This is an optimization exercise on Yosys and OpenROAD, whose aim is small area, a short achievable clock period and few clock cycles per item, not a production implementation. In this exercise RTL edits were held to simulation tests only and were not proved equivalent to the original.

==> flow/design.v, too long to show whole: its modules and the start of the top module <==
// module fcv_mul: 2648 lines
// module fcv_div: 102 lines
// module fcv_add: 43 lines
// module fcv_qsub: 10 lines
// module fcv_qadd: 10 lines
// module formation_consensus_velocity: 804 lines
module formation_consensus_velocity
#(
    parameter int NUM_AGENTS = 5
)(
    input  logic        clk,
    input  logic        rst_n,
    input  logic        start,
    output logic        busy,
    input  logic [2:0]  kind,
    input  logic [7:0]  agent_id,
    input  logic signed [31:0] pos_x,
    input  logic signed [31:0] pos_y,
    input  logic [2:0]  row_index,
    input  logic [2:0]  col_index,
    input  logic signed [31:0] table_word,
    output logic        done,
    output logic signed [31:0] velocity_x,
    output logic signed [31:0] velocity_y,
    output logic        id_known,
    output logic        localized,
    output logic        singular,
    input  logic        psel,
    input  logic        penable,
    input  logic        pwrite,
    input  logic [2:0]  paddr,
    input  logic [31:0] pwdata,
    output logic [31:0] prdata,
    output logic        pready
);
  // ...
==> flow/run.sh <==
#!/bin/bash
# synth_recipe.tcl (not shown) runs the flow's synth.tcl, then flattens the netlist and writes it again
# the make line also repeats each setting of config.mk as NAME=value (left out here)
make -C /OpenROAD-flow-scripts/flow DESIGN_CONFIG=/design/flow/config.mk WORK_HOME=/design/flow/orfs CLKGATE_MAP_FILE= SYNTH_SCRIPT=/design/flow/synth_recipe.tcl finish
==> flow/config.mk <==
export PLATFORM = sky130hd
export DESIGN_NAME = formation_consensus_velocity
export DESIGN_NICKNAME = formation_consensus_velocity
export VERILOG_FILES = /design/flow/design.v
export SDC_FILE = /design/flow/constraint.sdc
export NUM_CORES = 4
export LEC_CHECK = 0
export ABC_AREA = 1
export CAP_MARGIN = 20
export CORE_MARGIN = 2
export CORE_UTILIZATION = 40
export PLACE_DENSITY = 0.55
export SETUP_SLACK_MARGIN = 5
export SLEW_MARGIN = 20
==> flow/constraint.sdc <==
create_clock -name core_clock -period 12.0 [get_ports {clk}]
set_input_delay 2.4000 -clock core_clock [delete_from_list [all_inputs] [get_ports {clk}]]
set_output_delay 2.4000 -clock core_clock [all_outputs]
set_load 0.01 [all_outputs]
==> run_results.csv, run 1 <==
group,metric,value,unit
logic_synthesis,synth_seq_area_share,45.5,%
global_route,use_met3,5.80,%
worst_setup_path,worst-setup-path-type,"in -> reg",
routing,drcViolationCount,0,
clocking,h-tree-depth,5,
place,gp_congestion,0.991,
worst_setup_path,cp_num_buf_inv,6,
clocking,clockBufferDepth,4,
run_status,status,"timing/DRC/antenna clean",
logic_synthesis,synth_mux_area_share,0.157,%
place,place_ws,3.09,ns
clocking,numCtsBuffers,353,
worst_setup_path,cp-startpoint,"agent_id[1]",
timing,fin_crit_sh,56.1,%
clocking,clock_latency,1.00,ns
die,rows,251,
worst_setup_path,cp.depth,18,
routing,firstDrtPassIters,7,
finish,seq_area_share,40.6,%
die,core,466000,um2
worst_setup_path,critPathMaxStageDelay,0.67,ns
timing,maxSlewViolCount,0,
worst_hold_path,min_from,"f_tok[14]",
global_route,track_usage,28.5,%
worst_setup_path,reg2reg_to,"px_tab[4][0]",
die,fp.dieArea,473000,um2
clocking,hold_buffers,0,
worst_hold_path,min_to,"m_tok[14]",
logic_synthesis,synth_edf_count,2328,
worst_setup_path,rr_worst_depth,37,
finish,bufAreaShareNonClock,2.88,%
global_route,antenna_found_initial,40,
logic_synthesis,synth_flop_cell,"edfxtp_1",
logic_synthesis,synthAdderAreaFrac,16.3,%
logic_synthesis,synth_compound_area_share,15.4,%
global_route,grt_util_met1,38.5,%
die,initial_core_util,40.1,%
logic_synthesis,synth_top_area_share,37.4,%
finish,comb.multi_input.count,12600,
logic_synthesis,avgSynthCellArea,9.98,um2
timing,tightest_slew,1.26,ns
Testbench counts, summed over its fixed seeds: cycles 12,917, items 864.
==> module formation_consensus_velocity, before the edit <==
module formation_consensus_velocity
#(
    parameter int NUM_AGENTS = 5
)(
    input  logic        clk,
    input  logic        rst_n,
    input  logic        start,
    output logic        busy,
    input  logic [2:0]  kind,
    input  logic [7:0]  agent_id,
    input  logic signed [31:0] pos_x,
    input  logic signed [31:0] pos_y,
    input  logic [2:0]  row_index,
    input  logic [2:0]  col_index,
    input  logic signed [31:0] table_word,
    output logic        done,
    output logic signed [31:0] velocity_x,
    output logic signed [31:0] velocity_y,
    output logic        id_known,
    output logic        localized,
    output logic        singular,
    input  logic        psel,
    input  logic        penable,
    input  logic        pwrite,
    input  logic [2:0]  paddr,
    input  logic [31:0] pwdata,
    output logic [31:0] prdata,
    output logic        pready
);
    localparam int NUM_AGENTS_DEF = 5;
    localparam int FRAC_BITS      = 16;
    localparam int Q_W            = 32;
    function automatic logic [31:0] sat33(input logic [32:0] v);
        if (v[32] != v[31])
            sat33 = v[32] ? 32'h8000_0000 : 32'h7fff_ffff;
        else
            sat33 = v[31:0];
    endfunction
    function automatic logic [31:0] qsub(input logic [31:0] a, input logic [31:0] b);
        qsub = sat33({a[31], a} - {b[31], b});
    endfunction
    function automatic logic [31:0] qadd(input logic [31:0] a, input logic [31:0] b);
        qadd = sat33({a[31], a} + {b[31], b});
    endfunction
    function automatic logic [31:0] qscale(input logic [63:0] p);
        if (p[63:47] != {17{p[63]}})
            qscale = p[63] ? 32'h8000_0000 : 32'h7fff_ffff;
        else
            qscale = p[47:16];
    endfunction
    localparam logic [2:0] KIND_REPORT  = 3'd0;
    localparam logic [2:0] KIND_COMPUTE = 3'd1;
    localparam logic [2:0] KIND_GAIN    = 3'd2;
    localparam logic [2:0] KIND_SHAPE   = 3'd3;
    localparam logic [2:0] KIND_MASK    = 3'd4;
    localparam logic [2:0] KIND_ID      = 3'd5;
    localparam int AC_A00 = 0;
    localparam int AC_A01 = 1;
    localparam int AC_A11 = 2;
    localparam int AC_B00 = 3;
    localparam int AC_B01 = 4;
    localparam int AC_B10 = 5;
    localparam int AC_B11 = 6;
    localparam int AC_VX  = 7;
    localparam int AC_VY  = 8;
    localparam int AC_N   = 9;
    localparam logic [3:0] S_IDLE   = 4'd0;
    localparam logic [3:0] S_VX     = 4'd1;
    localparam logic [3:0] S_VY     = 4'd2;
    localparam logic [3:0] S_L      = 4'd3;
    localparam logic [3:0] S_DET    = 4'd4;
    localparam logic [3:0] S_N      = 4'd5;
    localparam logic [3:0] S_TWAIT  = 4'd6;
    localparam logic [3:0] S_TW     = 4'd7;
    localparam logic [3:0] S_PF     = 4'd8;
    localparam logic [3:0] S_POS    = 4'd9;
    localparam logic [3:0] OP_ZERO  = 4'd0;
    localparam logic [3:0] OP_G     = 4'd1;
    localparam logic [3:0] OP_QA    = 4'd2;
    localparam logic [3:0] OP_QB    = 4'd3;
    localparam logic [3:0] OP_QC    = 4'd4;
    localparam logic [3:0] OP_QD    = 4'd5;
    localparam logic [3:0] OP_A00   = 4'd6;
    localparam logic [3:0] OP_A01   = 4'd7;
    localparam logic [3:0] OP_A11   = 4'd8;
    localparam logic [3:0] OP_B00   = 4'd9;
    localparam logic [3:0] OP_B01   = 4'd10;
    localparam logic [3:0] OP_B10   = 4'd11;
    localparam logic [3:0] OP_B11   = 4'd12;
    localparam logic [3:0] OP_TH    = 4'd13;
    localparam int TK_W = 17;
    typedef struct packed {
        logic       q;       
        logic       first;   
        logic       last;    
        logic       clr;     
        logic       load;    
        logic       neg;     
        logic       dq;      
        logic       init;    
        logic [1:0] lane;
        logic [3:0] dst;
        logic [2:0] flags;   
    } tok_t;
    logic [7:0]  id_reg    [5];
    logic [4:0]  mask_reg  [5];
    logic [31:0] gain_reg  [5][5];
    logic [31:0] shx_tab   [5];
    logic [31:0] shy_tab   [5];
    logic [31:0] px_tab    [5];
    logic [31:0] py_tab    [5];
    logic [4:0]  pos_valid_reg;
    logic [2:0]  miss_reg;
    logic [3:0]  state_reg;
    logic        busy_reg;
    logic [2:0]  lop_reg;
    logic [1:0]  tr_reg;
    logic [4:0]  nb_reg;
    logic [4:0]  nrem_reg;
    logic [4:0]  lrem_reg;
    logic [4:0]  kk_oh;
    logic [4:0]  slot_oh;
    logic        vlow_reg;
    logic        vfirst_reg;
    logic        lfirst_reg;
    logic        known_reg;
    logic        loc_reg;
    logic        sing_reg;
    logic [31:0] cx_reg, cy_reg;
    logic [31:0] fg_reg, fqa_reg, fqb_reg, fqc_reg, fqd_reg;
    logic        f_v;
    logic [3:0]  f_asel, f_bsel;
    logic [1:0]  f_th;
    tok_t        f_tok;
    logic [31:0] a_reg, b_reg;
    logic        m_v, x_v, y_v, z_v;
    tok_t        m_tok, x_tok, y_tok, z_tok;
    logic [63:0] ps_reg, pc_reg;
    logic [63:0] prod_reg;
    logic [31:0] qv_reg;
    logic [31:0] accin_reg;
    logic [31:0] acc_reg [AC_N];
    logic [63:0] wide_reg;
    logic        done_reg;
    logic [2:0]  oflags_reg;
    logic        dq1_reg, dq2_reg;
    logic [3:0]  li1_reg, li2_reg;
    logic [63:0] nabs_reg;
    logic [6:0]  nlen_reg;
    logic        nneg_reg;
    logic [46:0] dabs_reg;
    logic [48:0] dabs3_reg;
    logic [5:0]  dlen_reg;
    logic        dneg_reg;
    logic        accept;
    logic        hit;
    logic [2:0]  hit_slot;
    logic        miss_valid;
    logic        row_ok, col_ok;
    assign accept     = start && !busy_reg;
    assign miss_valid = (miss_reg < 3'd5);
    assign row_ok     = (row_index < 3'd5);
    assign col_ok     = (col_index < 3'd5);
    always_comb
    begin
        hit      = 1'b0;
        hit_slot = '0;
        for (int s = 4; s >= 0; s--)
        begin
            if (id_reg[s] == agent_id)
            begin
                hit      = 1'b1;
                hit_slot = 3'(s);
            end
        end
    end
    logic [4:0] hit_mask;
    assign hit_mask = mask_reg[hit_slot];
    logic [4:0]  eq_id;
    logic [4:0]  hit_oh;
    logic [4:0]  locreq_s;
    logic [4:0]  kk_init_s   [5];
    logic [4:0]  nrem_init_s [5];
    logic [4:0]  lrem_init_s [5];
    logic [4:0]  sel_kk, sel_nrem, sel_lrem, sel_nb;
    logic        sel_loc;
    logic [4:0]  miss_oh_c;
    logic [4:0]  low_miss_c;
    assign miss_oh_c  = 5'd1 << miss_reg;
    assign low_miss_c = miss_oh_c - 5'd1;
    always_comb
    begin
        for (int k = 0; k < 5; k++)
        begin
            eq_id[k]       = (id_reg[k] == agent_id);
            locreq_s[k]    = miss_valid && mask_reg[k][miss_reg];
            kk_init_s[k]   = locreq_s[k] ? lowbit(mask_reg[k] & ~miss_oh_c) : lowbit(mask_reg[k]);
            nrem_init_s[k] = locreq_s[k] ? (mask_reg[k] & low_miss_c) : (mask_reg[k] & ~lowbit(mask_reg[k]));
            lrem_init_s[k] = (mask_reg[k] & ~miss_oh_c) & ~lowbit(mask_reg[k] & ~miss_oh_c);
        end
        hit_oh[0] = eq_id[0];
        hit_oh[1] = eq_id[1] && !eq_id[0];
        hit_oh[2] = eq_id[2] && (eq_id[1:0] == 2'b00);
        hit_oh[3] = eq_id[3] && (eq_id[2:0] == 3'b000);
        hit_oh[4] = eq_id[4] && (eq_id[3:0] == 4'b0000);
        sel_kk   = '0;
        sel_nrem = '0;
        sel_lrem = '0;
        sel_nb   = '0;
        sel_loc  = 1'b0;
        for (int k = 0; k < 5; k++)
        begin
            sel_kk   = sel_kk   | ({5{hit_oh[k]}} & kk_init_s[k]);
            sel_nrem = sel_nrem | ({5{hit_oh[k]}} & nrem_init_s[k]);
            sel_lrem = sel_lrem | ({5{hit_oh[k]}} & lrem_init_s[k]);
            sel_nb   = sel_nb   | ({5{hit_oh[k]}} & mask_reg[k]);
            sel_loc  = sel_loc  | (hit_oh[k] & locreq_s[k]);
        end
    end
    function automatic logic [4:0] lowbit(input logic [4:0] m);
        lowbit = m & (~m + 5'd1);
    endfunction
    logic [4:0]  miss_oh;
    logic [4:0]  low_miss;
    logic [31:0] rd_gain, rd_px, rd_py, rd_shx, rd_shy, self_shx, self_shy;
    logic [31:0] sub_a_in, sub_b_in;
    logic [31:0] qa, qb, qc, qd;
    assign miss_oh  = 5'd1 << miss_reg;
    assign low_miss = miss_oh - 5'd1;
    always_comb
    begin
        rd_gain  = '0;
        rd_px    = '0;
        rd_py    = '0;
        rd_shx   = '0;
        rd_shy   = '0;
        self_shx = '0;
        self_shy = '0;
        for (int k = 0; k < 5; k++)
        begin
            rd_px    = rd_px    | ({32{kk_oh[k] & pos_valid_reg[k]}} & px_tab[k]);
            rd_py    = rd_py    | ({32{kk_oh[k] & pos_valid_reg[k]}} & py_tab[k]);
            rd_shx   = rd_shx   | ({32{kk_oh[k]}} & shx_tab[k]);
            rd_shy   = rd_shy   | ({32{kk_oh[k]}} & shy_tab[k]);
            self_shx = self_shx | ({32{slot_oh[k]}} & shx_tab[k]);
            self_shy = self_shy | ({32{slot_oh[k]}} & shy_tab[k]);
            for (int r = 0; r < 5; r++)
                rd_gain = rd_gain | ({32{slot_oh[r] & kk_oh[k]}} & gain_reg[r][k]);
        end
    end
    assign sub_a_in = (state_reg == S_POS) ? acc_reg[AC_A00] : rd_px;
    assign sub_b_in = (state_reg == S_POS) ? acc_reg[AC_A01] : rd_py;
    fcv_qsub u_qa (.a(cx_reg), .b(sub_a_in), .y(qa));
    fcv_qsub u_qb (.a(cy_reg), .b(sub_b_in), .y(qb));
    fcv_qsub u_qc (.a(self_shx), .b(rd_shx), .y(qc));
    fcv_qsub u_qd (.a(self_shy), .b(rd_shy), .y(qd));
    function automatic logic [6:0] bitlen64(input logic [63:0] v);
        bitlen64 = 7'd0;
        for (int i = 0; i < 64; i++)
            if (v[i]) bitlen64 = 7'(i + 1);
    endfunction
    function automatic logic [5:0] bitlen47(input logic [46:0] v);
        bitlen47 = 6'd0;
        for (int i = 0; i < 47; i++)
            if (v[i]) bitlen47 = 6'(i + 1);
    endfunction
    logic [63:0] wide_negv;
    logic        c_wn;
    fcv_add #(64) u_wneg (.a(~wide_reg), .b(64'd0), .cin(1'b1), .s(wide_negv), .cout(c_wn));
    logic [3:0]  lane_done;
    logic [31:0] lane_quo [4];
    logic [3:0]  lane_sat, lane_neg;
    logic        nabs_ovf;
    logic [46:0] ovf_d;
    logic        c_ovf;
    logic [48:0] d3_sum;
    logic        c_d3;
    fcv_add #(47) u_ovf (.a({15'd0, nabs_reg[63:32]}), .b(~dabs_reg), .cin(1'b1), .s(ovf_d), .cout(c_ovf));
    assign nabs_ovf = c_ovf;
    fcv_add #(49) u_d3 (.a({2'd0, dabs_reg}), .b({1'b0, dabs_reg, 1'b0}), .cin(1'b0), .s(d3_sum), .cout(c_d3));
    logic [7:0]  ediff;
    logic [4:0]  jtop;
    logic [4:0]  lsh;
    logic [3:0]  lcyc;
    logic [78:0] num_sh;
    assign ediff = {1'b0, nlen_reg} - {2'd0, dlen_reg};
    always_comb
    begin
        if (ediff[7] || ediff[6:0] <= 7'd1)
            jtop = 5'd1;
        else if (ediff[6:0] >= 7'd31)
            jtop = 5'd31;
        else
            jtop = ediff[4:0] | 5'd1;
    end
    assign lsh    = 5'd31 - jtop;
    assign lcyc   = jtop[4:1];
    assign num_sh = {15'd0, nabs_reg} << lsh;
    genvar gl;
    generate
        for (gl = 0; gl < 4; gl++)
        begin : g_lane
            fcv_div u_lane (
                .clk(clk),
                .rst_n(rst_n),
                .clr(accept && kind == KIND_COMPUTE),
                .init(li2_reg[gl]),
                .num_sh(num_sh),
                .cycles(lcyc),
                .num_neg(nneg_reg),
                .num_ovf(nabs_ovf),
                .den_abs(dabs_reg),
                .den_abs3(dabs3_reg),
                .den_neg(dneg_reg),
                .done(lane_done[gl]),
                .quo(lane_quo[gl]),
                .sat(lane_sat[gl]),
                .neg(lane_neg[gl])
            );
        end
    endgenerate
    logic [31:0] theta_q;
    logic [31:0] theta_neg;
    logic [31:0] theta;
    logic        c_tn;
    assign theta_q = lane_quo[f_th];
    fcv_add #(32) u_tneg (.a(~theta_q), .b(32'd0), .cin(1'b1), .s(theta_neg), .cout(c_tn));
    assign theta   = lane_neg[f_th] ? (lane_sat[f_th] ? 32'h8000_0000 : theta_neg)
                                    : (lane_sat[f_th] ? 32'h7fff_ffff : theta_q);
    logic [3:0]  state_n;
    logic        busy_n;
    logic        iv;
    logic [3:0]  ia, ib;
    tok_t        it;
    always_comb
    begin
        state_n = state_reg;
        busy_n  = busy_reg;
        iv      = 1'b0;
        ia      = OP_ZERO;
        ib      = OP_ZERO;
        it      = '0;
        it.q    = 1'b1;
        it.dst  = 4'(AC_VX);
        it.flags = {known_reg, loc_reg, sing_reg};
        unique case (state_reg)
            S_VX:
            begin
                if (kk_oh == 5'd0)
                begin
                    if (vlow_reg)
                    begin
                        state_n = S_TWAIT;
                    end
                    else
                    begin
                        iv       = 1'b1;
                        it.clr   = 1'b1;
                        it.last  = 1'b1;
                        state_n  = S_IDLE;
                        busy_n   = 1'b0;
                    end
                end
                else
                begin
                    iv       = 1'b1;
                    ia       = OP_G;
                    ib       = OP_QA;
                    it.first = vfirst_reg;
                    it.dst   = 4'(AC_VX);
                    state_n  = S_VY;
                    busy_n   = vlow_reg || (nrem_reg != 5'd0);
                end
            end
            S_VY:
            begin
                iv       = 1'b1;
                ia       = OP_G;
                ib       = OP_QB;
                it.first = vfirst_reg;
                it.dst   = 4'(AC_VY);
                if (nrem_reg != 5'd0)
                begin
                    state_n = S_VX;
                end
                else if (vlow_reg)
                begin
                    state_n = S_TWAIT;
                end
                else
                begin
                    it.last = 1'b1;
                    state_n = S_IDLE;
                end
            end
            S_L:
            begin
                it.first = lfirst_reg;
                unique case (lop_reg)
                    3'd0:
                    begin
                        if (kk_oh == 5'd0)
                        begin
                            state_n = lfirst_reg ? S_VX : S_DET;
                        end
                        else
                        begin
                            iv = 1'b1; ia = OP_QC; ib = OP_QC; it.dst = 4'(AC_A00);
                        end
                    end
                    3'd1: begin iv = 1'b1; ia = OP_QC; ib = OP_QD; it.dst = 4'(AC_A01); end
                    3'd2: begin iv = 1'b1; ia = OP_QD; ib = OP_QD; it.dst = 4'(AC_A11); end
                    3'd3: begin iv = 1'b1; ia = OP_QC; ib = OP_QA; it.dst = 4'(AC_B00); end
                    3'd4: begin iv = 1'b1; ia = OP_QC; ib = OP_QB; it.dst = 4'(AC_B01); end
                    3'd5: begin iv = 1'b1; ia = OP_QD; ib = OP_QA; it.dst = 4'(AC_B10); end
                    default:
                    begin
                        iv = 1'b1; ia = OP_QD; ib = OP_QB; it.dst = 4'(AC_B11);
                        if (lrem_reg == 5'd0)
                            state_n = S_DET;
                    end
                endcase
            end
            S_DET:
            begin
                iv = 1'b1; it.q = 1'b0;
                if (lop_reg[0] == 1'b0)
                begin
                    ia = OP_A00; ib = OP_A11; it.load = 1'b1;
                end
                else
                begin
                    ia = OP_A01; ib = OP_A01; it.neg = 1'b1; it.dq = 1'b1;
                    state_n = S_N;
                end
            end
            S_N:
            begin
                iv = 1'b1; it.q = 1'b0;
                it.lane = lop_reg[2:1];
                unique case (lop_reg)
                    3'd0: begin ia = OP_A11; ib = OP_B00; it.load = 1'b1; end
                    3'd1: begin ia = OP_A01; ib = OP_B10; it.neg = 1'b1; it.init = 1'b1; end
                    3'd2: begin ia = OP_A11; ib = OP_B01; it.load = 1'b1; end
                    3'd3: begin ia = OP_A01; ib = OP_B11; it.neg = 1'b1; it.init = 1'b1; end
                    3'd4: begin ia = OP_A01; ib = OP_B00; it.load = 1'b1; it.neg = 1'b1; end
                    3'd5: begin ia = OP_A00; ib = OP_B10; it.init = 1'b1; end
                    3'd6: begin ia = OP_A01; ib = OP_B01; it.load = 1'b1; it.neg = 1'b1; end
                    default: begin ia = OP_A00; ib = OP_B11; it.init = 1'b1; end
                endcase
                if (lop_reg == 3'd7)
                begin
                    state_n = S_VX;
                end
            end
            S_TWAIT:
            begin
                if (sing_reg)
                begin
                    state_n = S_VX;
                end
                else if (lane_done[tr_reg])
                begin
                    iv       = 1'b1;
                    ia       = OP_TH;
                    ib       = tr_reg[1] ? OP_QD : OP_QC;
                    it.dst   = tr_reg[0] ? 4'(AC_A01) : 4'(AC_A00);
                    it.first = !tr_reg[1];
                    if (tr_reg == 2'd3)
                    begin
                        state_n = S_TW;
                    end
                end
            end
            S_TW:    state_n = (lop_reg == 3'd4) ? S_POS : S_TW;
            S_POS:   state_n = S_VX;
            default: state_n = S_IDLE;
        endcase
        if (accept && kind == KIND_COMPUTE)
        begin
            busy_n = 1'b1;
            if (sel_loc)
                state_n = S_L;
            else
                state_n = S_VX;
        end
    end
    always_ff @(posedge clk or negedge rst_n)
    begin
        if (!rst_n)
        begin
            state_reg     <= S_IDLE;
            busy_reg      <= 1'b0;
            miss_reg      <= 3'd5;
            pos_valid_reg <= '0;
            f_v           <= 1'b0;
            m_v           <= 1'b0;
            x_v           <= 1'b0;
            y_v           <= 1'b0;
            z_v           <= 1'b0;
            done_reg      <= 1'b0;
            dq1_reg       <= 1'b0;
            dq2_reg       <= 1'b0;
            li1_reg       <= '0;
            li2_reg       <= '0;
        end
        else
        begin
            state_reg <= state_n;
            busy_reg  <= busy_n;
            f_v       <= iv;
            m_v       <= f_v;
            x_v       <= m_v;
            y_v       <= x_v;
            z_v       <= y_v;
            done_reg  <= z_v && z_tok.last;
            dq1_reg   <= y_v && !y_tok.q && y_tok.dq;
            dq2_reg   <= dq1_reg;
            for (int r = 0; r < 4; r++)
                li1_reg[r] <= y_v && !y_tok.q && y_tok.init && (y_tok.lane == 2'(r));
            li2_reg   <= li1_reg;
            if (psel && penable && pwrite && !paddr[2])
                miss_reg <= pwdata[2:0];
            if (accept && kind == KIND_REPORT && hit && !(miss_valid && hit_slot == miss_reg))
                pos_valid_reg[hit_slot] <= 1'b1;
            if (state_reg == S_POS)
                pos_valid_reg[miss_reg] <= 1'b1;
        end
    end
    always_ff @(posedge clk)
    begin
        if (accept)
        begin
            unique case (kind)
                KIND_REPORT:
                begin
                    if (hit && !(miss_valid && hit_slot == miss_reg))
                    begin
                        px_tab[hit_slot] <= pos_x;
                        py_tab[hit_slot] <= pos_y;
                    end
                end
                KIND_GAIN:
                begin
                    if (row_ok && col_ok)
                        gain_reg[row_index][col_index] <= table_word;
                end
                KIND_SHAPE:
                begin
                    if (row_ok)
                    begin
                        shx_tab[row_index] <= pos_x;
                        shy_tab[row_index] <= pos_y;
                    end
                end
                KIND_MASK:
                begin
                    if (row_ok)
                        mask_reg[row_index] <= table_word[4:0];
                end
                KIND_ID:
                begin
                    if (row_ok)
                        id_reg[row_index] <= table_word[7:0];
                end
                default: ;
            endcase
        end
        if (state_reg == S_POS)
        begin
            px_tab[miss_reg] <= qa;
            py_tab[miss_reg] <= qb;
        end
        if (accept && kind == KIND_COMPUTE)
        begin
            known_reg  <= hit;
            nb_reg     <= sel_nb;
            slot_oh    <= hit_oh;
            nrem_reg   <= sel_nrem;
            vlow_reg   <= sel_loc;
            kk_oh      <= sel_kk;
            lrem_reg   <= sel_lrem;
            vfirst_reg <= 1'b1;
            lfirst_reg <= 1'b1;
            loc_reg    <= 1'b0;
            sing_reg   <= 1'b0;
            cx_reg     <= pos_x;
            cy_reg     <= pos_y;
            lop_reg    <= 3'd0;
            tr_reg     <= 2'd0;
        end
        else
        begin
            unique case (state_reg)
                S_VY:
                begin
                    vfirst_reg <= 1'b0;
                    if (nrem_reg != 5'd0)
                    begin
                        kk_oh    <= lowbit(nrem_reg);
                        nrem_reg <= nrem_reg & ~lowbit(nrem_reg);
                    end
                    else
                    begin
                        kk_oh <= miss_oh;
                    end
                end
                S_VX:
                begin
                    if (kk_oh == 5'd0)
                        kk_oh <= miss_oh;
                end
                S_L:
                begin
                    if (lop_reg == 3'd0)
                    begin
                        if (kk_oh == 5'd0)
                        begin
                            if (lfirst_reg)
                            begin
                                sing_reg <= 1'b1;
                                kk_oh    <= lowbit(nb_reg);
                                nrem_reg <= nb_reg & ~lowbit(nb_reg);
                                vlow_reg <= 1'b0;
                            end
                        end
                        else
                        begin
                            lop_reg <= 3'd1;
                        end
                    end
                    else if (lop_reg == 3'd6)
                    begin
                        lop_reg    <= 3'd0;
                        lfirst_reg <= 1'b0;
                        kk_oh      <= lowbit(lrem_reg);
                        lrem_reg   <= lrem_reg & ~lowbit(lrem_reg);
                    end
                    else
                    begin
                        lop_reg <= lop_reg + 3'd1;
                    end
                end
                S_DET:
                begin
                    lop_reg <= lop_reg[0] ? 3'd0 : 3'd1;
                end
                S_N:
                begin
                    lop_reg <= lop_reg + 3'd1;
                    if (lop_reg == 3'd7)
                    begin
                        kk_oh    <= lowbit(nrem_reg);
                        nrem_reg <= nrem_reg & ~lowbit(nrem_reg);
                    end
                end
                S_TWAIT:
                begin
                    lop_reg <= 3'd0;
                    if (sing_reg)
                    begin
                        kk_oh    <= lowbit(nb_reg & ~low_miss);
                        nrem_reg <= (nb_reg & ~low_miss) & ~lowbit(nb_reg & ~low_miss);
                        vlow_reg <= 1'b0;
                    end
                    else if (lane_done[tr_reg])
                    begin
                        tr_reg <= tr_reg + 2'd1;
                    end
                end
                S_TW:
                begin
                    lop_reg <= lop_reg + 3'd1;
                end
                S_POS:
                begin
                    loc_reg  <= 1'b1;
                    kk_oh    <= lowbit(nb_reg & ~low_miss);
                    nrem_reg <= (nb_reg & ~low_miss) & ~lowbit(nb_reg & ~low_miss);
                    vlow_reg <= 1'b0;
                end
                default: ;
            endcase
        end
        nabs_reg <= wide_reg[63] ? wide_negv : wide_reg;
        nlen_reg <= bitlen64(wide_reg ^ {64{wide_reg[63]}}) + 7'd1;
        nneg_reg <= wide_reg[63];
        if (dq2_reg)
        begin
            dabs_reg <= nabs_reg[62:16];
            dlen_reg <= bitlen47(nabs_reg[62:16]);
            dneg_reg <= nneg_reg;
            if (nabs_reg[62:16] == 47'd0)
                sing_reg <= 1'b1;
        end
        dabs3_reg <= d3_sum;
        fg_reg  <= rd_gain;
        fqa_reg <= qa;
        fqb_reg <= qb;
        fqc_reg <= qc;
        fqd_reg <= qd;
        f_asel  <= ia;
        f_bsel  <= ib;
        f_th    <= tr_reg;
        f_tok   <= it;
    end
    function automatic logic [31:0] opsel(input logic [3:0] sel, input logic [31:0] th);
        unique case (sel)
            OP_G:    opsel = fg_reg;
            OP_QA:   opsel = fqa_reg;
            OP_QB:   opsel = fqb_reg;
            OP_QC:   opsel = fqc_reg;
            OP_QD:   opsel = fqd_reg;
            OP_A00:  opsel = acc_reg[AC_A00];
            OP_A01:  opsel = acc_reg[AC_A01];
            OP_A11:  opsel = acc_reg[AC_A11];
            OP_B00:  opsel = acc_reg[AC_B00];
            OP_B01:  opsel = acc_reg[AC_B01];
            OP_B10:  opsel = acc_reg[AC_B10];
            OP_B11:  opsel = acc_reg[AC_B11];
            OP_TH:   opsel = th;
            default: opsel = 32'd0;
        endcase
    endfunction
    always_ff @(posedge clk)
    begin
        a_reg <= opsel(f_asel, theta);
        b_reg <= opsel(f_bsel, theta);
        m_tok <= f_tok;
    end
    logic [63:0] ps, pc;
    fcv_mul u_mul (
        .a(a_reg),
        .b(b_reg),
        .ps(ps),
        .pc(pc)
    );
    always_ff @(posedge clk)
    begin
        ps_reg <= ps;
        pc_reg <= pc;
        x_tok  <= m_tok;
    end
    logic [63:0] prod;
    logic        c_prod;
    fcv_add #(64) u_prod (.a(ps_reg), .b(pc_reg), .cin(1'b0), .s(prod), .cout(c_prod));
    always_ff @(posedge clk)
    begin
        prod_reg <= prod;
        y_tok    <= x_tok;
    end
    logic [63:0] wide_in;
    logic [63:0] wide_sum;
    logic        c_wide;
    assign wide_in = y_tok.load ? 64'd0 : wide_reg;
    fcv_add #(64) u_wide (.a(wide_in), .b(prod_reg ^ {64{y_tok.neg}}), .cin(y_tok.neg), .s(wide_sum), .cout(c_wide));
    always_ff @(posedge clk)
    begin
        qv_reg    <= qscale(prod_reg);
        accin_reg <= y_tok.first ? 32'd0 : acc_rd;
        z_tok     <= y_tok;
        if (y_v && !y_tok.q)
            wide_reg <= wide_sum;
    end
    logic [31:0] acc_rd;
    always_comb
    begin
        acc_rd = '0;
        for (int i = 0; i < AC_N; i++)
            acc_rd = acc_rd | ({32{y_tok.dst == 4'(i)}} & acc_reg[i]);
    end
    logic [31:0] acc_in;
    logic [31:0] acc_sum;
    assign acc_in = accin_reg;
    fcv_qadd u_acc (.a(acc_in), .b(qv_reg), .y(acc_sum));
    always_ff @(posedge clk)
    begin
        if (z_v)
        begin
            if (z_tok.clr)
            begin
                acc_reg[AC_VX] <= 32'd0;
                acc_reg[AC_VY] <= 32'd0;
            end
            else if (z_tok.q)
            begin
                for (int i = 0; i < AC_N; i++)
                    if (z_tok.dst == 4'(i))
                        acc_reg[i] <= acc_sum;
            end
            if (z_tok.last)
                oflags_reg <= z_tok.flags;
        end
    end
    assign busy       = busy_reg;
    assign done       = done_reg;
    assign velocity_x = acc_reg[AC_VX];
    assign velocity_y = acc_reg[AC_VY];
    assign id_known   = oflags_reg[2];
    assign localized  = oflags_reg[1];
    assign singular   = oflags_reg[0];
    assign pready     = 1'b1;
    assign prdata     = paddr[2] ? 32'd0 : {29'd0, miss_reg};
endmodule
==> run 2, diff against run 1 <==
--- a/flow/design.v
+++ b/flow/design.v
@@ -2968,9 +2968,8 @@
     tok_t        f_tok;
     logic [31:0] a_reg, b_reg;
-    logic        m_v, x_v, y_v, z_v;
-    tok_t        m_tok, x_tok, y_tok, z_tok;
+    logic        m_v, x_v, y_v;
+    tok_t        m_tok, x_tok, y_tok;
     logic [63:0] ps_reg, pc_reg;
     logic [63:0] prod_reg;
-    logic [31:0] qv_reg;
     logic [31:0] accin_reg;
     logic [31:0] acc_reg [AC_N];
@@ -3307,5 +3306,5 @@
                 end
             end
-            S_TW:    state_n = (lop_reg == 3'd4) ? S_POS : S_TW;
+            S_TW:    state_n = (lop_reg == 3'd3) ? S_POS : S_TW;
             S_POS:   state_n = S_VX;
             default: state_n = S_IDLE;
@@ -3332,5 +3331,4 @@
             x_v           <= 1'b0;
             y_v           <= 1'b0;
-            z_v           <= 1'b0;
             done_reg      <= 1'b0;
             dq1_reg       <= 1'b0;
@@ -3347,6 +3345,5 @@
             x_v       <= m_v;
             y_v       <= x_v;
-            z_v       <= y_v;
-            done_reg  <= z_v && z_tok.last;
+            done_reg  <= y_v && y_tok.last;
             dq1_reg   <= y_v && !y_tok.q && y_tok.dq;
             dq2_reg   <= dq1_reg;
@@ -3581,6 +3578,7 @@
     always_ff @(posedge clk)
     begin
-        prod_reg <= prod;
-        y_tok    <= x_tok;
+        prod_reg  <= prod;
+        accin_reg <= x_tok.first ? 32'd0 : acc_rd;
+        y_tok     <= x_tok;
     end
     logic [63:0] wide_in;
@@ -3591,7 +3589,4 @@
     always_ff @(posedge clk)
     begin
-        qv_reg    <= qscale(prod_reg);
-        accin_reg <= y_tok.first ? 32'd0 : acc_rd;
-        z_tok     <= y_tok;
         if (y_v && !y_tok.q)
             wide_reg <= wide_sum;
@@ -3602,27 +3597,27 @@
         acc_rd = '0;
         for (int i = 0; i < AC_N; i++)
-            acc_rd = acc_rd | ({32{y_tok.dst == 4'(i)}} & acc_reg[i]);
+            acc_rd = acc_rd | ({32{x_tok.dst == 4'(i)}} & acc_reg[i]);
     end
     logic [31:0] acc_in;
     logic [31:0] acc_sum;
     assign acc_in = accin_reg;
-    fcv_qadd u_acc (.a(acc_in), .b(qv_reg), .y(acc_sum));
+    fcv_qadd u_acc (.a(acc_in), .b(qscale(prod_reg)), .y(acc_sum));
     always_ff @(posedge clk)
     begin
-        if (z_v)
+        if (y_v)
         begin
-            if (z_tok.clr)
+            if (y_tok.clr)
             begin
                 acc_reg[AC_VX] <= 32'd0;
                 acc_reg[AC_VY] <= 32'd0;
             end
-            else if (z_tok.q)
+            else if (y_tok.q)
             begin
                 for (int i = 0; i < AC_N; i++)
-                    if (z_tok.dst == 4'(i))
+                    if (y_tok.dst == 4'(i))
                         acc_reg[i] <= acc_sum;
             end
-            if (z_tok.last)
-                oflags_reg <= z_tok.flags;
+            if (y_tok.last)
+                oflags_reg <= y_tok.flags;
         end
     end
==> run 2 against run 1 <==
Still clean. Cell count rose by 0.71%. Non-clock buffer count rose by 99. Setup slack got worse by 0.15 ns. Largest cell class unchanged.
==> run_results.csv, run 2 <==
group,metric,value,unit
global_route,track_usage,28.6,%
place,numPortBuffers,194,
clocking,clock_latency,0.99,ns
global_route,first_global_vias,141000,
logic_synthesis,yosysMostFrequentCell,"nand2_1",
worst_setup_path,startpoint_type,"flop",
routing,vias,149000,
routing,wirelength,697,mm
finish,fillCellCount,43600,
die,die_w,686,um
worst_setup_path,path_common_cell,"a21oi_2",
clocking,h-tree-depth,5,
timing,skew,0.0779,ns
logic_synthesis,avgSynthCellArea,9.87,um2
clocking,hold_buffers,0,
die,core,463000,um2
die,fp.dieArea,470000,um2
global_route,grt_pass1_wl,994,mm
routing,via_per_inst,5.83,
global_route,grt_max_degree,89,
timing,fin_ws,5.12,ns
logic_synthesis,ys_top_cells_by_area,"edfxtp_1 38%, fa_1 9.2%, ha_1 7.3%, dfxtp_1 7.0%, nand2_1 6.3%",
clocking,numCtsBuffers,348,
worst_setup_path,critPathMaxStageDelay,0.51,ns
logic_synthesis,synth_top_area_cell,"edfxtp_1",
timing,fin_hold_ws,0.320,ns
logic_synthesis,yosysWarnings,26,
logic_synthesis,async_flop_share,1.72,%
global_route,antenna_found_initial,54,
job,drv_cap,0,
worst_setup_path,critPathCaptureType,"flop",
clocking,cts_tree,"built",
clocking,clk_pin_slew_worst_paths,0.06,ns
routing,drcViolationCount,0,
timing,finalSetupViolCount,0,
logic_synthesis,ys_ff_latch,3032,
die,ioPinCount,256,
finish,layout_common_cells,"3063 x nand2_1, 2328 x edfxtp_1, 2052 x inv_1",
logic_synthesis,synth_seq_area_share,45.3,%
finish,final_common_cell,"nand2_1",
timing,fmax,145,MHz
place,post_dp_cell_area,195000,um2
finish,drive_gt1_share,9.03,%
routing,routedWlPerCell,27.3,um
timing,maxSlewViolCount,0,
clocking,clockBufferDepth,4,
finish,syn_to_final_growth,13.6,%
worst_setup_path,arrival,7.54,ns
die,rows,250,
worst_setup_path,r2r_setup_slack,5.12,ns
logic_synthesis,synth.distinct_cells,86,
worst_setup_path,worst-setup-path-type,"reg -> reg",
worst_setup_path,slowest_stage,"fa_2",
routing,firstDrtPassIters,7,
logic_synthesis,synth_edf_count,2328,
worst_setup_path,worst_ep_required_time,12.66,ns
finish,final_area,211000,um2
place,gp_congestion,1.02,
finish,nNetsFinal,21100,
worst_hold_path,hold_class,"reg -> reg",
global_route,grt-ovfl-total,0,
place,place_ws,3.27,ns
timing,fin_crit,6.88,ns
timing,tightest_slew,1.37,ns
timing,fin_crit_sh,57.4,%
timing,rsz0062_at_grt,"true",
die,initial_core_util,40.1,%
run_status,status,"timing/DRC/antenna clean",
timing,tns,0,ns
clocking,cts.sinks,3032,
place,hpwl,477,mm
logic_synthesis,syn_inst,18800,
logic_synthesis,synth_flop_cell,"edfxtp_1",
finish,largest_reg_flops,800,
routing,ant_nets,0,
worst_setup_path,cp_max_fo,15,
logic_synthesis,netlist_area,186000,um2
clocking,cts_root_buf,"clkbuf_16",
timing,finalHoldViolCount,0,
logic_synthesis,netlist_top_cells_count,"3112 x nand2_1, 2328 x edfxtp_1, 2085 x inv_1",
timing,slew_headroom,8.90,%
logic_synthesis,synth_top_area_share,37.6,%
die,die_h,686,um
routing,drtIter0Drc,17500,
[run 2: worst max-delay path, delay by kind of cell (launching register included)]
| kind | cells | cell delay, ns |
|---|---|---|
| fa+ha+maj | 2 | 0.83 |
| simple gates | 19 | 2.20 |
| compound gates | 17 | 2.22 |
| buf+inv | 8 | 0.95 |
| flops | 1 | 0.36 |
[run 2: cell type report]
class	count	area [um2]	area share (%)
clock inverter	169	1540	0.729
antenna	25	62.6	0.0296
multi-input combinational	12700	91900	43.5
timing repair buffer	777	7400	3.50
sequential	3032	84300	39.9
timing repair inverter	2	15.0	0.00711
clock buffer	476	9990	4.73
inverter	2146	8250	3.91
tap	6174	7720	3.66
[run 2: repair_timing]
item | 4_1_cts | 5_1_grt
endpoints found under the setup margin | 1139 | 1065
gates cloned | 12 | 13
resized for setup | 241 | 382
pin swaps | 32 | 129
setup buffers | 72 | 123
[run 2: per-layer routing]
| metal | global-route usage, % | up-vias | wire [um] |
|---|---|---|---|
| met3 | 4.94 | 1749 | 65300 |
| met1 | 37.5 | 72700 | 273000 |
| met4 | 18.7 | 22 | 56000 |
| li1 | - | 66200 | - |
| met2 | 43.9 | 7913 | 303000 |
| met5 | 0.0408 | - | 126 |
[run 2: final timing paths]
kind / from / end / cells past startpoint
min reg2reg: f_tok[10] / m_tok[10] / 0
max in group asynchronous: rst_n / li2_reg[2] / 2
min: f_tok[10] / m_tok[10] / 0
max: state_reg[0] / py_tab[3][9] / 46
min in group asynchronous: rst_n / done_reg / 1
max reg2reg: state_reg[0] / py_tab[3][9] / 46
[run 2: per-stage QoR]
step                utilization, %  std cells
floorplan                        -      18900
global placement              42.1      24600
detailed placement            42.1      24600
CTS                           45.0      25300
global route                  45.6      25500
finish                        45.6      25500
[run 2: kinds of logic after synthesis]
family                   synth area share [%]
flip-flops                               45.3
AO/OA/AOI/OAI                            15.2
other                                 0.00404
XOR/XNOR                                 5.07
AND/OR/NAND/NOR                          11.2
adder cells (fa/ha/maj)                  16.4
buffers and inverters                    6.52
multiplexers                            0.163
Testbench counts of run 2, summed over its fixed seeds: cycles 12,693, items 864.
==> module fcv_div, before the edit <==
module fcv_div
(
    input  logic        clk,
    input  logic        rst_n,
    input  logic        clr,
    input  logic        init,
    input  logic [78:0] num_sh,
    input  logic [3:0]  cycles,
    input  logic        num_neg,
    input  logic        num_ovf,
    input  logic [46:0] den_abs,
    input  logic [48:0] den_abs3,
    input  logic        den_neg,
    output logic        done,
    output logic [31:0] quo,
    output logic        sat,
    output logic        neg
);
    logic        run_reg;
    logic        done_reg;
    logic [3:0]  cnt_reg;
    logic [46:0] rem_reg;
    logic [31:0] quo_reg;
    logic        ovf_reg;
    logic        neg_reg;
    logic [48:0] r;
    logic [48:0] s1, s2, s3;
    logic        ge1, ge2, ge3;
    logic [46:0] rem_n;
    logic [1:0]  dig;
    assign r = {rem_reg, quo_reg[31:30]};
    fcv_add #(49) u_sub1 (.a(r), .b(~{2'b00, den_abs}), .cin(1'b1), .s(s1), .cout(ge1));
    fcv_add #(49) u_sub2 (.a(r), .b(~{1'b0, den_abs, 1'b0}), .cin(1'b1), .s(s2), .cout(ge2));
    fcv_add #(49) u_sub3 (.a(r), .b(~den_abs3), .cin(1'b1), .s(s3), .cout(ge3));
    always_comb
    begin
        if (ge3)
        begin
            dig = 2'd3; rem_n = s3[46:0];
        end
        else if (ge2)
        begin
            dig = 2'd2; rem_n = s2[46:0];
        end
        else if (ge1)
        begin
            dig = 2'd1; rem_n = s1[46:0];
        end
        else
        begin
            dig = 2'd0; rem_n = r[46:0];
        end
    end
    always_ff @(posedge clk or negedge rst_n)
    begin
        if (!rst_n)
        begin
            run_reg  <= 1'b0;
            done_reg <= 1'b0;
            cnt_reg  <= '0;
        end
        else if (init)
        begin
            run_reg  <= 1'b1;
            done_reg <= 1'b0;
            cnt_reg  <= cycles;
        end
        else if (clr)
        begin
            run_reg  <= 1'b0;
            done_reg <= 1'b0;
        end
        else if (run_reg)
        begin
            cnt_reg <= cnt_reg - 4'd1;
            if (cnt_reg == 4'd0)
            begin
                run_reg  <= 1'b0;
                done_reg <= 1'b1;
            end
        end
    end
    always_ff @(posedge clk)
    begin
        if (init)
        begin
            rem_reg <= num_sh[78:32];
            quo_reg <= num_sh[31:0];
            ovf_reg <= num_ovf;
            neg_reg <= num_neg ^ den_neg;
        end
        else if (run_reg)
        begin
            rem_reg <= rem_n;
            quo_reg <= {quo_reg[29:0], dig};
        end
    end
    assign done = done_reg;
    assign sat  = ovf_reg | quo_reg[31];
    assign quo  = quo_reg;
    assign neg  = neg_reg;
endmodule
==> run 3, diff against run 2 <==
--- a/flow/design.v
+++ b/flow/design.v
@@ -2681,6 +2681,10 @@
     input  logic [48:0] den_abs3,
     input  logic        den_neg,
+    input  logic        wq,
+    input  logic        wr,
+    input  logic [31:0] wdata,
     output logic        done,
     output logic [31:0] quo,
+    output logic [31:0] rem_lo,
     output logic        sat,
     output logic        neg
@@ -2764,8 +2768,16 @@
             quo_reg <= {quo_reg[29:0], dig};
         end
+        else
+        begin
+            if (wq)
+                quo_reg <= wdata;
+            if (wr)
+                rem_reg[31:0] <= wdata;
+        end
     end
     assign done = done_reg;
     assign sat  = ovf_reg | quo_reg[31];
-    assign quo  = quo_reg;
+    assign quo    = quo_reg;
+    assign rem_lo = rem_reg[31:0];
     assign neg  = neg_reg;
 endmodule
@@ -2896,4 +2908,6 @@
     localparam int AC_B10 = 5;
     localparam int AC_B11 = 6;
+    localparam int AC_T0  = 9;
+    localparam int AC_T1  = 10;
     localparam int AC_VX  = 7;
     localparam int AC_VY  = 8;
@@ -2973,5 +2987,5 @@
     logic [63:0] prod_reg;
     logic [31:0] accin_reg;
-    logic [31:0] acc_reg [AC_N];
+    logic [31:0] acc_reg [AC_N];   
     logic [63:0] wide_reg;
     logic        done_reg;
@@ -3082,6 +3096,6 @@
         end
     end
-    assign sub_a_in = (state_reg == S_POS) ? acc_reg[AC_A00] : rd_px;
-    assign sub_b_in = (state_reg == S_POS) ? acc_reg[AC_A01] : rd_py;
+    assign sub_a_in = (state_reg == S_POS) ? wide_reg[31:0] : rd_px;
+    assign sub_b_in = (state_reg == S_POS) ? wide_reg[63:32] : rd_py;
     fcv_qsub u_qa (.a(cx_reg), .b(sub_a_in), .y(qa));
     fcv_qsub u_qb (.a(cy_reg), .b(sub_b_in), .y(qb));
@@ -3103,4 +3117,8 @@
     logic [3:0]  lane_done;
     logic [31:0] lane_quo [4];
+    logic [31:0] lane_rem [4];
+    logic [3:0]  lane_wq, lane_wr;
+    logic [31:0] acc_sum;
+    logic        lkill_reg;
     logic [3:0]  lane_sat, lane_neg;
     logic        nabs_ovf;
@@ -3138,5 +3156,5 @@
                 .rst_n(rst_n),
                 .clr(accept && kind == KIND_COMPUTE),
-                .init(li2_reg[gl]),
+                .init(li2_reg[gl] && !lkill_reg),
                 .num_sh(num_sh),
                 .cycles(lcyc),
@@ -3147,5 +3165,9 @@
                 .den_neg(dneg_reg),
                 .done(lane_done[gl]),
+                .wq(lane_wq[gl]),
+                .wr(lane_wr[gl]),
+                .wdata(acc_sum),
                 .quo(lane_quo[gl]),
+                .rem_lo(lane_rem[gl]),
                 .sat(lane_sat[gl]),
                 .neg(lane_neg[gl])
@@ -3298,5 +3320,5 @@
                     ia       = OP_TH;
                     ib       = tr_reg[1] ? OP_QD : OP_QC;
-                    it.dst   = tr_reg[0] ? 4'(AC_A01) : 4'(AC_A00);
+                    it.dst   = tr_reg[0] ? 4'(AC_T1) : 4'(AC_T0);
                     it.first = !tr_reg[1];
                     if (tr_reg == 2'd3)
@@ -3525,4 +3547,6 @@
                 sing_reg <= 1'b1;
         end
+        if (dq2_reg)
+            lkill_reg <= (nabs_reg[62:16] == 47'd0);
         dabs3_reg <= d3_sum;
         fg_reg  <= rd_gain;
@@ -3543,11 +3567,11 @@
             OP_QC:   opsel = fqc_reg;
             OP_QD:   opsel = fqd_reg;
-            OP_A00:  opsel = acc_reg[AC_A00];
-            OP_A01:  opsel = acc_reg[AC_A01];
-            OP_A11:  opsel = acc_reg[AC_A11];
-            OP_B00:  opsel = acc_reg[AC_B00];
-            OP_B01:  opsel = acc_reg[AC_B01];
-            OP_B10:  opsel = acc_reg[AC_B10];
-            OP_B11:  opsel = acc_reg[AC_B11];
+            OP_A00:  opsel = lane_quo[2];
+            OP_A01:  opsel = lane_quo[1];
+            OP_A11:  opsel = lane_quo[0];
+            OP_B00:  opsel = lane_rem[0];
+            OP_B01:  opsel = lane_rem[2];
+            OP_B10:  opsel = lane_rem[1];
+            OP_B11:  opsel = lane_quo[3];
             OP_TH:   opsel = th;
             default: opsel = 32'd0;
@@ -3591,16 +3615,43 @@
         if (y_v && !y_tok.q)
             wide_reg <= wide_sum;
+        else if (y_v && y_tok.q && !y_tok.clr && y_tok.dst == 4'(AC_T0))
+            wide_reg[31:0] <= acc_sum;
+        else if (y_v && y_tok.q && !y_tok.clr && y_tok.dst == 4'(AC_T1))
+            wide_reg[63:32] <= acc_sum;
     end
     logic [31:0] acc_rd;
     always_comb
     begin
-        acc_rd = '0;
-        for (int i = 0; i < AC_N; i++)
-            acc_rd = acc_rd | ({32{x_tok.dst == 4'(i)}} & acc_reg[i]);
+        unique case (x_tok.dst)
+            4'(AC_A00): acc_rd = lane_quo[2];
+            4'(AC_A01): acc_rd = lane_quo[1];
+            4'(AC_A11): acc_rd = lane_quo[0];
+            4'(AC_B00): acc_rd = lane_rem[0];
+            4'(AC_B01): acc_rd = lane_rem[2];
+            4'(AC_B10): acc_rd = lane_rem[1];
+            4'(AC_B11): acc_rd = lane_quo[3];
+            4'(AC_VX):  acc_rd = acc_reg[AC_VX];
+            4'(AC_VY):  acc_rd = acc_reg[AC_VY];
+            4'(AC_T0):  acc_rd = wide_reg[31:0];
+            default:    acc_rd = wide_reg[63:32];
+        endcase
     end
     logic [31:0] acc_in;
-    logic [31:0] acc_sum;
+    logic        acc_we;
     assign acc_in = accin_reg;
     fcv_qadd u_acc (.a(acc_in), .b(qscale(prod_reg)), .y(acc_sum));
+    assign acc_we = y_v && y_tok.q && !y_tok.clr;
+    always_comb
+    begin
+        lane_wq = '0;
+        lane_wr = '0;
+        lane_wq[2] = acc_we && (y_tok.dst == 4'(AC_A00));
+        lane_wq[1] = acc_we && (y_tok.dst == 4'(AC_A01));
+        lane_wq[0] = acc_we && (y_tok.dst == 4'(AC_A11));
+        lane_wr[0] = acc_we && (y_tok.dst == 4'(AC_B00));
+        lane_wr[2] = acc_we && (y_tok.dst == 4'(AC_B01));
+        lane_wr[1] = acc_we && (y_tok.dst == 4'(AC_B10));
+        lane_wq[3] = acc_we && (y_tok.dst == 4'(AC_B11));
+    end
     always_ff @(posedge clk)
     begin
@@ -3612,9 +3663,11 @@
                 acc_reg[AC_VY] <= 32'd0;
             end
-            else if (y_tok.q)
+            else if (y_tok.q && y_tok.dst == 4'(AC_VX))
+            begin
+                acc_reg[AC_VX] <= acc_sum;
+            end
+            else if (y_tok.q && y_tok.dst == 4'(AC_VY))
             begin
-                for (int i = 0; i < AC_N; i++)
-                    if (y_tok.dst == 4'(i))
-                        acc_reg[i] <= acc_sum;
+                acc_reg[AC_VY] <= acc_sum;
             end
             if (y_tok.last)
==> run 3 against run 2 <==
Setup slack better by 0.012 ns. Largest cell class unchanged. Non-clock buffer count up 162. Die area down 2.2%. Still clean. Global-route usage up 6.8 points. Critical path depth down 16.
==> run_results.csv, run 3 <==
group,metric,value,unit
run_status,status,"timing/DRC/antenna clean",
die,ioPinCount,256,
finish,drive_gt1_share,10.1,%
global_route,use_met2,52.2,%
timing,finalHoldViolCount,0,
routing,routedWlPerCell,33.0,um
routing,firstDrtPassIters,10,
finish,nNetsFinal,21200,
logic_synthesis,synth_edf_count,2105,
worst_setup_path,rr_worst_depth,30,
logic_synthesis,netlist_area,182000,um2
die,fp.dieArea,460000,um2
place,gp_congestion,1.08,
routing,ant_nets,0,
logic_synthesis,synth_top_area_cell,"edfxtp_1",
clocking,cts_tree,"built",
finish,layout_common_cells,"2968 x nand2_1, 2105 x edfxtp_1, 1970 x inv_1",
global_route,first_global_vias,146000,
worst_setup_path,cp_num_buf_inv,6,
logic_synthesis,synth_seq_area_share,42.7,%
worst_setup_path,r2r_start,"dabs_reg[14]",
routing,via_per_inst,6.07,
clocking,clockBufferDepth,4,
place,numPortBuffers,194,
worst_setup_path,startpoint_type,"flop",
finish,final_cells,25500,
job,drv_cap,0,
worst_setup_path,crit_family,"buffers and inverters",
worst_setup_path,cp_max_fo,39,
finish,syn_to_final_growth,14.2,%
worst_setup_path,critPathMaxStageDelay,0.87,ns
worst_setup_path,worst-setup-path-type,"reg -> reg",
global_route,grt-ovfl-total,0,
timing,tns,0,ns
die,die_h,678,um
global_route,use_met3,10.0,%
worst_setup_path,critPathCaptureType,"flop",
worst_setup_path,path_common_cell,"nor2_1",
clocking,clk_pin_slew_worst_paths,0.06,ns
logic_synthesis,synth_top_area_share,34.8,%
global_route,track_usage,35.4,%
logic_synthesis,syn_inst,18800,
worst_hold_path,min_to,"y_tok[12]",
global_route,grt-busiest-layer,"met2",
global_route,grt_pass1_wl,1150,mm
logic_synthesis,synth_flop_cell,"edfxtp_1",
logic_synthesis,netlist_top_cells_count,"2993 x nand2_1, 2105 x edfxtp_1, 2025 x inv_1",
global_route,antenna_found_initial,128,
timing,slew_headroom,7.24,%
timing,fin_crit,6.87,ns
timing,fin_crit_sh,57.3,%
finish,seq_area,77600,um2
routing,wirelength,841,mm
worst_hold_path,min_from,"x_tok[12]",
worst_hold_path,hold_class,"reg -> reg",
place,dp.cells,24500,
clocking,cts.sinks,2809,
worst_setup_path,reg2reg_to,"g_lane[1].u_lane.rem_reg[44]",
clocking,h-tree-depth,5,
timing,finalSetupViolCount,0,
finish,multi_input_area,94200,um2
finish,final_common_cell,"nand2_1",
finish,fillCellCount,43300,
logic_synthesis,yosysMostFrequentCell,"nand2_1",
routing,drcViolationCount,0,
timing,fmax,146,MHz
worst_setup_path,r2r_setup_slack,5.13,ns
timing,fin_ws,5.13,ns
worst_setup_path,slowest_stage,"edfxtp_1",
global_route,grt_util_met1,44.0,%
logic_synthesis,synth.distinct_cells,106,
clocking,clock_latency,1.04,ns
logic_synthesis,ys_top_cells_by_area,"edfxtp_1 35%, fa_1 9.4%, ha_1 7.4%, dfxtp_1 7.2%, nand2_1 6.2%",
timing,skew,0.0673,ns
worst_setup_path,arrival,7.58,ns
routing,drtIter0Drc,20000,
die,rows,247,
timing,tightest_slew,1.38,ns
die,initial_core_util,40.1,%
logic_synthesis,ys_ff_latch,2809,
clocking,cts_root_buf,"clkbuf_16",
die,die_w,678,um
global_route,grt_max_degree,94,
timing,maxSlewViolCount,0,
clocking,numCtsBuffers,330,
logic_synthesis,avgSynthCellArea,9.67,um2
place,place_ws,2.73,ns
worst_setup_path,cp-startpoint,"dabs_reg[14]",
clocking,hold_buffers,0,
place,hpwl,611,mm
timing,rsz0062_at_grt,"true",
routing,vias,155000,
finish,largest_reg_flops,800,
die,core,452000,um2
logic_synthesis,yosysWarnings,27,
logic_synthesis,async_flop_share,1.85,%
worst_setup_path,worst_ep_required_time,12.71,ns
worst_hold_path,hold_depth,0,
-- run 3: worst max-delay path by stage --
stage / to / slack (ns) / cells past startpoint
after floorplan: px_tab[0][0] / 4.67 / 13
after CTS: wide_reg[38] / 4.96 / 42
final: g_lane[1].u_lane.rem_reg[44] / 5.13 / 30
after global routing: px_tab[3][11] / 4.87 / 43
after global placement: g_lane[0].u_lane.quo_reg[5] / 2.80 / 42
after detailed placement: g_lane[0].u_lane.quo_reg[5] / 2.73 / 42
-- run 3: repair_timing --
action / in CTS / in global routing
gates cloned: 15 / 6
pin swaps: 54 / 88
buffers inserted: 127 / 93
resized for setup: 271 / 268
endpoints found under the setup margin: 938 / 1073
-- run 3: layout make-up --
type                    count  area share (%)
diodes                    162           0.195
repair buffers            939            4.16
well taps                5976            3.60
clock buffers             467            4.50
clock inverters           145           0.835
flip-flops and latches   2809            37.4
repair inverters            1         0.00362
multi-input cells       12900            45.4
inverters                2107            3.89
-- run 3: kinds of logic (layout without fill, tap and decap cells) --
logic type / Yosys count / after routing / share of synthesized area [%]
XOR/XNOR: 1095 / 1095 / 5.28
flip-flops: 2809 / 2809 / 42.7
AND/OR/NAND/NOR: 4882 / 4892 / 11.3
other: 2 / 192 / 0.00413
AO/OA/AOI/OAI: 4850 / 4850 / 16.7
multiplexers: 81 / 81 / 0.454
buffers and inverters: 3127 / 3659 / 6.76
adder cells (fa/ha/maj): 1932 / 1932 / 16.8
-- run 3: stage by stage --
step | area [um2] | utilization (%) | hold slack (ns)
2_1_floorplan | 182000 | - | 0.310
3_3_place_gp | 191000 | 42.3 | 0.311
3_5_place_dp | 191000 | 42.3 | 0.312
4_1_cts | 205000 | 45.3 | 0.322
5_1_grt | 207000 | 45.8 | 0.329
6_report | 208000 | 45.9 | 0.311
-- run 3: worst reg2reg max path: cells and delay by family, from the launching register on --
| family | cells | cell delay [ns] |
|---|---|---|
| AO/OA/AOI/OAI | 9 | 1.62 |
| adder cells (fa/ha/maj) | 1 | 0.59 |
| buffers and inverters | 6 | 1.63 |
| flip-flops | 1 | 0.87 |
| multiplexers | 1 | 0.39 |
| AND/OR/NAND/NOR | 13 | 1.52 |
-- run 3: metal layers --
metal / share of wire [%] / up-vias
li1: - / 66800
met1: 38 / 76400
met2: 42 / 9088
met3: 11 / 2342
met4: 9.1 / 56
met5: 0.042 / -
Testbench counts of run 3, summed over its fixed seeds: cycles 12,693, items 864.
==> run 4, diff against run 3 <==
--- a/flow/config.mk
+++ b/flow/config.mk
@@ -9,6 +9,6 @@
 export CAP_MARGIN = 20
 export CORE_MARGIN = 2
-export CORE_UTILIZATION = 40
-export PLACE_DENSITY = 0.55
+export CORE_UTILIZATION = 45
+export PLACE_DENSITY = 0.6
 export SETUP_SLACK_MARGIN = 5
 export SLEW_MARGIN = 20
==> run 4 against run 3 <==
Fmax decreased by 1.3%. Utilization increased by 5.1 points. Cell count decreased by 3.2%. Register-to-register slack got worse by 0.09 ns. Final area decreased by 1.1%. Via count increased by 1.2%. Flip-flop and latch count unchanged. Area after synthesis unchanged. First-iteration DRC count increased by 10%. Critical path depth decreased by 2. Non-clock buffer count decreased by 70. Highest routed layer unchanged. Wire length increased by 1.5%.
==> run_results.csv, run 4 <==
group,metric,value,unit
run_status,status,"timing/DRC/antenna clean",
global_route,grt-ovfl-total,0,
logic_synthesis,avgSynthCellArea,9.67,um2
routing,firstDrtPassIters,10,
finish,final_common_cell,"nand2_1",
place,gp_congestion,1.10,
finish,syn_to_final_growth,13.0,%
global_route,grt_pass1_wl,1170,mm
worst_setup_path,arrival,7.66,ns
logic_synthesis,async_flop_share,1.85,%
timing,finalHoldViolCount,0,
job,drv_cap,0,
place,numPortBuffers,194,
finish,nNetsFinal,21100,
timing,finalSetupViolCount,0,
clocking,cts_tree,"built",
worst_setup_path,worst_ep_required_time,12.69,ns
logic_synthesis,synth_top_area_share,34.8,%
timing,fin_crit,6.96,ns
finish,fillCellCount,36900,
worst_hold_path,hold_class,"reg -> reg",
clocking,numCtsBuffers,319,
logic_synthesis,ys_ff_latch,2809,
timing,maxSlewViolCount,0,
timing,tightest_slew,1.40,ns
global_route,first_global_vias,145000,
routing,routedWlPerCell,34.6,um
worst_setup_path,slowest_stage,"a221oi_1",
worst_setup_path,rr_worst_depth,28,
clocking,hold_buffers,0,
global_route,grt_util_met1,51.0,%
logic_synthesis,syn_inst,18800,
global_route,track_usage,40.7,%
place,hpwl,616,mm
logic_synthesis,synth_flop_cell,"edfxtp_1",
finish,finalCoreUtilization,51.0,%
timing,fmax,144,MHz
logic_synthesis,synth.distinct_cells,106,
clocking,clock_latency,0.98,ns
clocking,cts_root_buf,"clkbuf_16",
global_route,antenna_found_initial,109,
routing,ant_nets,0,
finish,largest_reg_flops,800,
finish,seq_area,77600,um2
routing,drcViolationCount,0,
die,rows,233,
logic_synthesis,yosysWarnings,27,
worst_setup_path,critPathCaptureType,"flop",
finish,layout_common_cells,"2966 x nand2_1, 2105 x edfxtp_1, 1961 x inv_1",
die,die_w,639,um
logic_synthesis,netlist_top_cells_count,"2993 x nand2_1, 2105 x edfxtp_1, 2025 x inv_1",
worst_setup_path,critPathMaxStageDelay,0.89,ns
routing,drtIter0Drc,22100,
logic_synthesis,synth_seq_area_share,42.7,%
timing,tns,0,ns
die,initial_core_util,45.2,%
worst_setup_path,worst-setup-path-type,"reg -> reg",
global_route,grt_max_degree,126,
logic_synthesis,synth_edf_count,2105,
worst_hold_path,hold_depth,0,
logic_synthesis,synth_top_area_cell,"edfxtp_1",
worst_setup_path,startpoint_type,"flop",
finish,multi_input_area,94000,um2
routing,vias,157000,
die,fp.dieArea,409000,um2
die,ioPinCount,256,
global_route,use_met2,57.8,%
die,die_h,639,um
finish,drive_gt1_share,9.72,%
place,place_ws,2.74,ns
clocking,cts.sinks,2809,
finish,final_area,205000,um2
clocking,clk_pin_slew_worst_paths,0.06,ns
logic_synthesis,yosysMostFrequentCell,"nand2_1",
timing,rsz0062_at_grt,"true",
routing,via_per_inst,6.34,
timing,skew,0.0645,ns
timing,fin_ws,5.04,ns
worst_setup_path,cp_max_fo,20,
timing,slew_headroom,6.58,%
clocking,h-tree-depth,5,
global_route,use_met3,11.7,%
global_route,grt-busiest-layer,"met2",
place,post_dp_cell_area,190000,um2
die,core,402000,um2
routing,wirelength,854,mm
logic_synthesis,ys_top_cells_by_area,"edfxtp_1 35%, fa_1 9.4%, ha_1 7.4%, dfxtp_1 7.2%, nand2_1 6.2%",
clocking,clockBufferDepth,4,
timing,fin_crit_sh,58.0,%
logic_synthesis,netlist_area,182000,um2
run 4: cell types whose count changed in the layout (fill, tap and decap cells not counted), moves of 11 or more:
| cell | before | now |
|---|---|---|
| a21oi_4 | 33 | 16 |
| clkbuf_1 | 90 | 74 |
| a21oi_1 | 815 | 827 |
| nor2_1 | 735 | 718 |
| nor2_4 | 35 | 47 |
| o21ai_1 | 259 | 275 |
| diode_2 | 162 | 137 |
| bufinv_16 | 26 | 15 |
| buf_4 | 623 | 567 |
| buf_6 | 37 | 26 |
run 4: path summary, 6_finish.rpt:
check	startpoint	endpoint	slack (ns)
worst max-delay path	f_th[1]	b_reg[29]	5.04
worst min-delay path	m_tok[12]	x_tok[12]	0.32
worst max register to register	f_th[1]	b_reg[29]	5.04
worst min register to register	m_tok[12]	x_tok[12]	0.32
max in group asynchronous	rst_n	g_lane[2].u_lane.run_reg	9.37
min in group asynchronous	rst_n	pos_valid_reg[3]	1.40
run 4: layer usage:
metal	vias to the layer above	part of all wire, %
li1	66600	-
met1	76800	37
met2	10500	41
met3	2598	12
met4	32	10
met5	-	0.028
run 4: worst max-delay path, delay by kind of cell, from the launching register on:
family / cells / cell delay, ns
and+or+nand+nor: 13 / 2.37
buffers and inverters: 9 / 1.94
AOI/OAI and AO/OA: 5 / 1.75
DFF: 1 / 0.30
adders and majority gates: 1 / 0.30
run 4: final cells by class:
cell class	instances	area share [%]
well taps	5287	3.22
multi-input cells	12900	45.8
clock inverters	155	0.688
diodes	137	0.167
clock buffers	433	4.35
repair buffers	869	3.98
flip-flops and latches	2809	37.8
inverters	2107	3.95
run 4: kinds of logic after synthesis:
| logic type | after synthesis | synth area share (%) |
|---|---|---|
| other | 2 | 0.00413 |
| buffers and inverters | 3127 | 6.76 |
| AOI/OAI and AO/OA | 4850 | 16.7 |
| muxes | 81 | 0.454 |
| DFF | 2809 | 42.7 |
| adders and majority gates | 1932 | 16.8 |
| and+or+nand+nor | 4882 | 11.3 |
| xor gates and xnor gates | 1095 | 5.28 |
run 4: repair_timing:
action | CTS | global route
gates resized for setup | 227 | 292
gates cloned | 14 | 10
pin swaps | 25 | 94
setup buffers | 87 | 105
setup endpoints to repair | 944 | 958
run 4: through the flow:
step                hold slack, ns  instances
CTS                          0.318      24400
global route                 0.331      24600
finish                       0.320      24700
detailed placement           0.312      23700
floorplan                    0.310      18800
global placement             0.310      23700

==> static timing again, ports no longer ideal <==
How much do the figures lean on ideal ports? The routed layouts below were timed once more, with nothing changed but the port constraints.
Step 1 (the two cells are an assumption about what drives the block):
set clk [get_ports {clk}]
set_driving_cell -lib_cell sky130_fd_sc_hd__clkbuf_16 $clk
set_driving_cell -lib_cell sky130_fd_sc_hd__buf_2 [delete_from_list [all_inputs] $clk]
Step 2, shift: input delay + t, output delay - t, t = (earliest + latest rising clock arrival at the registers) / 2. This alone moves slack from input paths to output paths.
Three values: ideal ports, drivers, drivers and shift; two values: the first two.
run | shift t [ns] | setup slack, ns | worst register clock-pin slew, ns
run 1 | 1.111 | 5.272 / 5.287 / 4.272 | 0.07 / 0.07
run 2 | 1.075 | 5.117 / 5.117 / 4.269 | 0.07 / 0.07
run 3 | 1.111 | 5.130 / 5.130 / 4.200 | 0.07 / 0.07
run 4 | 1.077 | 5.037 / 5.037 / 4.272 | 0.07 / 0.07
After both steps every run listed still meets setup and hold. For run 1, which loses most, drivers alone change the setup slack by +0.015 ns; drivers and shift together by -1.000 ns.
